Background: an optimization exercise with open tools, aiming at small area, a short achievable clock period and few clock cycles per item. Do not read the settings as production practice. The RTL was checked by simulation tests, not by an equivalence proof against the original design. Power figures rest on the tool's default switching activity, not on a simulated workload.

// smult16_err_acc
module smult16_err_acc #(
  parameter int WIDTH = 16,
  parameter int OUTW  = 32,
  parameter int CNTW  = 16,
  parameter int ACCW  = 48
) (
  input  logic              clk,
  input  logic              rst_n,
  input  logic              start,
  input  logic [CNTW-1:0]   num_samples,
  input  logic              in_valid,
  output logic              in_ready,
  input  logic [WIDTH-1:0]  op_a,
  input  logic [WIDTH-1:0]  op_b,
  input  logic [OUTW-1:0]   p_approx,
  output logic              busy,
  output logic              done,
  output logic [CNTW-1:0]   err_count,
  output logic [ACCW-1:0]   sum_err,
  output logic [ACCW-1:0]   sum_abs_err,
  output logic [OUTW:0]     max_abs_err,
  output logic              overflow
);
For scale: roughly 350 flip-flops, about 230 I/O pins, roughly 24,000 um2 of cells after synthesis.
export LEC_CHECK = 0
export CAP_MARGIN = 20
export CORE_MARGIN = 2
export CORE_UTILIZATION = 40
export SLEW_MARGIN = 20
create_clock -name core_clock -period 8.5 [get_ports {clk}]
standard.sh (not shown) runs the stock make flow with config.mk's settings and CLKGATE_MAP_FILE= SYNTH_SCRIPT=/design/flow/synth_recipe.tcl, a recipe that flattens the netlist after the stock synthesis.
==> flow/flow/run.sh <==
#!/bin/bash
# The standard layout (standard.sh: unchanged synthesis and steps), with two changes:
# ports are buffered with buf_1 cells, and the resizer's setup repair aims for a margin.
set -e
export SETUP_SLACK_MARGIN=5.4
export BUFFER_PORTS_ARGS="-buffer_cell sky130_fd_sc_hd__buf_1"
bash standard.sh > standard_flow.log 2>&1
The baseline completed without violations.
Testbench counts at the start, summed over its fixed seeds: cycles 24,689, items 24,113.
Next try:
--- a/flow/design.v
+++ b/flow/design.v
@@ -491,88 +491,90 @@
   wire s269 = s157 ^ s209 ^ c208;
   wire c270 = (s157 & s209) | (c208 & (s157 ^ s209));
   wire s271 = c158 ^ s211 ^ c210;
   wire c272 = (c158 & s211) | (c210 & (c158 ^ s211));
   wire s273 = ppn6 ^ c212 ^ s213;
   wire c274 = (ppn6 & c212) | (s213 & (ppn6 ^ c212));
   wire s275 = s215 ^ pp7_15 ^ c214;
   wire c276 = (s215 & pp7_15) | (c214 & (s215 ^ pp7_15));
   wire s277 = p_q[29] ^ p_q[30] ^ ppn7;
   wire c278 = (p_q[29] & p_q[30]) | (ppn7 & (p_q[29] ^ p_q[30]));
   wire [32:0] row0 = {1'b1, c278, c276, c274, c272, c270, c268, c266, c264, c262, c260, c258, c256, c254, c252, c250, c248, c246, c244, c242, c240, c238, c236, c234, c232, c230, c228, c226, c224, c222, c220, c218, s217};
   wire [32:0] row1 = {1'b0, pn31, s277, s275, s273, s271, s269, s267, s265, s263, s261, s259, s257, s255, s253, s251, s249, s247, s245, s243, s241, s239, s237, s235, s233, s231, s229, s227, s225, s223, s221, s219, pp0_0};
-  logic [32:0] r0_q, r1_q;
+  localparam int LO = 6;
+  wire  [LO:0]   lo_sum = {1'b0, row0[LO-1:0]} + {1'b0, row1[LO-1:0]};
+  logic [32:0]   r0_q;
+  logic [32:LO]  r1_q;
+  logic          rc_q;
   always_ff @(posedge clk) begin
-    r0_q <= row0;
-    r1_q <= row1;
+    r0_q <= {row0[32:LO], lo_sum[LO-1:0]};
+    r1_q <= row1[32:LO];
+    rc_q <= lo_sum[LO];
   end
-  wire [32:0] d  = r0_q + r1_q;
+  wire [33-LO:0] d_hi = {r0_q[32:LO], 1'b1} + {r1_q, rc_q};
+  wire [32:0]    d    = {d_hi[33-LO:1], r0_q[LO-1:0]};
   wire        ds = d[32];
   wire [31:0] dx = d[31:0] ^ {32{ds}};
   logic [31:0] x_q;
   logic        s_q;
   always_ff @(posedge clk or negedge rst_n) begin
     if (!rst_n) begin
       x_q <= '0;
       s_q <= 1'b0;
     end else begin
       x_q <= v2_q ? dx : '0;
       s_q <= v2_q & ds;
     end
   end
   logic [CNTW-1:0] cnt_q;
   logic [23:0]     el_q, eh_q;            
   logic [23:0]     al_q, ah_q;            
   logic [31:0]     max_q;
   logic            ovf_q;
   logic            ec_q, ac_q;            
   logic [8:0]      dh_q;                  
-  wire [CNTW-1:0] cnt_f = clr_q ? '0 : cnt_q;
-  wire [23:0]     el_f  = clr_q ? '0 : el_q;
-  wire [23:0]     eh_f  = clr_q ? '0 : eh_q;
-  wire [23:0]     al_f  = clr_q ? '0 : al_q;
-  wire [23:0]     ah_f  = clr_q ? '0 : ah_q;
-  wire [31:0]     max_f = clr_q ? '0 : max_q;
-  wire            ovf_f = clr_q ? 1'b0 : ovf_q;
+  wire kp = ~clr_q;
   wire [31:0] dd    = x_q ^ {32{s_q}};                        
-  wire [24:0] el_n  = {1'b0, el_f} + {1'b0, dd[23:0]};
-  wire [23:0] eh_n  = eh_f + {{15{dh_q[8]}}, dh_q} + {23'b0, ec_q};
-  wire        wrap  = (eh_f[23] == dh_q[8]) && (eh_n[23] != dh_q[8]);
-  wire [25:0] al_n  = {1'b0, al_f, 1'b1} + {1'b0, x_q[23:0], s_q};   
-  wire [23:0] ah_n  = ah_f + {16'b0, x_q[31:24]} + {23'b0, ac_q};
-  wire [32:0] cmp   = {1'b0, x_q} + {1'b0, ~max_f} + {32'b0, s_q};    
+  wire [24:0] el_n  = {1'b0, el_q} + {1'b0, dd[23:0]};
+  wire [24:0] eh_c  = {eh_q, 1'b1} + {{15{dh_q[8]}}, dh_q, ec_q};   
+  wire [23:0] eh_n  = eh_c[24:1];
+  wire        wrap  = (eh_q[23] == dh_q[8]) && (eh_n[23] != dh_q[8]);
+  wire [25:0] al_n  = {1'b0, al_q, 1'b1} + {1'b0, x_q[23:0], s_q};   
+  wire [24:0] ah_c  = {ah_q, 1'b1} + {16'b0, x_q[31:24], ac_q};    
+  wire [23:0] ah_n  = ah_c[24:1];
+  wire [33:0] cmp   = {1'b0, x_q, 1'b1} + {1'b0, ~max_q, s_q};    
   wire [31:0] absd  = x_q + {31'b0, s_q};
   wire        nz    = s_q | (|x_q);
   always_ff @(posedge clk or negedge rst_n) begin
     if (!rst_n) begin
       cnt_q <= '0;
       el_q  <= '0;
       eh_q  <= '0;
       al_q  <= '0;
       ah_q  <= '0;
       max_q <= '0;
       ovf_q <= 1'b0;
       ec_q  <= 1'b0;
       ac_q  <= 1'b0;
       dh_q  <= '0;
     end else begin
-      cnt_q <= cnt_f + CNTW'(nz);
-      el_q  <= el_n[23:0];
+      cnt_q <= (cnt_q + CNTW'(nz)) & {CNTW{kp}};
+      el_q  <= el_n[23:0] & {24{kp}};
       ec_q  <= el_n[24];
       dh_q  <= {s_q, dd[31:24]};
-      eh_q  <= eh_n;
-      ovf_q <= ovf_f | wrap;
-      al_q  <= al_n[24:1];
+      eh_q  <= eh_n & {24{kp}};
+      ovf_q <= (ovf_q | wrap) & kp;
+      al_q  <= al_n[24:1] & {24{kp}};
       ac_q  <= al_n[25];
-      ah_q  <= ah_n;
-      max_q <= cmp[32] ? absd : max_f;
+      ah_q  <= ah_n & {24{kp}};
+      max_q <= (cmp[33] ? absd : max_q) & {32{kp}};
     end
   end
   assign in_ready    = rdy_q;
   assign busy        = busy_q;
   assign done        = done_q;
   assign err_count   = cnt_q;
   assign sum_err     = {eh_q, el_q};
   assign sum_abs_err = {ah_q, al_q};
   assign max_abs_err = {1'b0, max_q};
   assign overflow    = ovf_q;
 endmodule
The new run ran to the end with no violations.
Setup slack improves by 0.0092 ns.
Sequential power hardly moves.
Design area shrinks by about 3.7%.
Critical path depth shrinks by 2.
Routed wire length shrinks by about 4%.
Testbench counts after the change, summed over its fixed seeds: cycles 24,689, items 24,113.

==> separate check: timing with driven ports <==
No port has a modelled driver above. Below, the same layouts with a new extraction and two added sets of constraints.
Step 1 (the two cells are an assumption about what drives the block):
set clk [get_ports {clk}]
set_driving_cell -lib_cell sky130_fd_sc_hd__clkbuf_16 $clk
set_driving_cell -lib_cell sky130_fd_sc_hd__buf_2 [delete_from_list [all_inputs] $clk]
Step 2 times the ports against the registers' clock, not the clock port: input delays grow and output delays shrink by t, the midpoint of the rising clock arrivals with the driver on.
a / b / c = no drivers / after step 1 / after step 2; a / b = the first two.
| run | t (ns) | slack for setup (ns) | latest minus earliest clock arrival (ns) | pins driven straight from the clock port |
|---|---|---|---|---|
| the first run | 0.627 | 5.421 / 5.421 / 5.068 | 0.017 / 0.017 | 1 |
| the second run | 0.634 | 5.430 / 5.430 / 5.017 | 0.025 / 0.026 | 1 |
After both steps setup and hold are still met in every run listed. For the second run, which loses most, drivers alone change the setup slack by 0.000 ns; drivers and shift together by -0.413 ns.
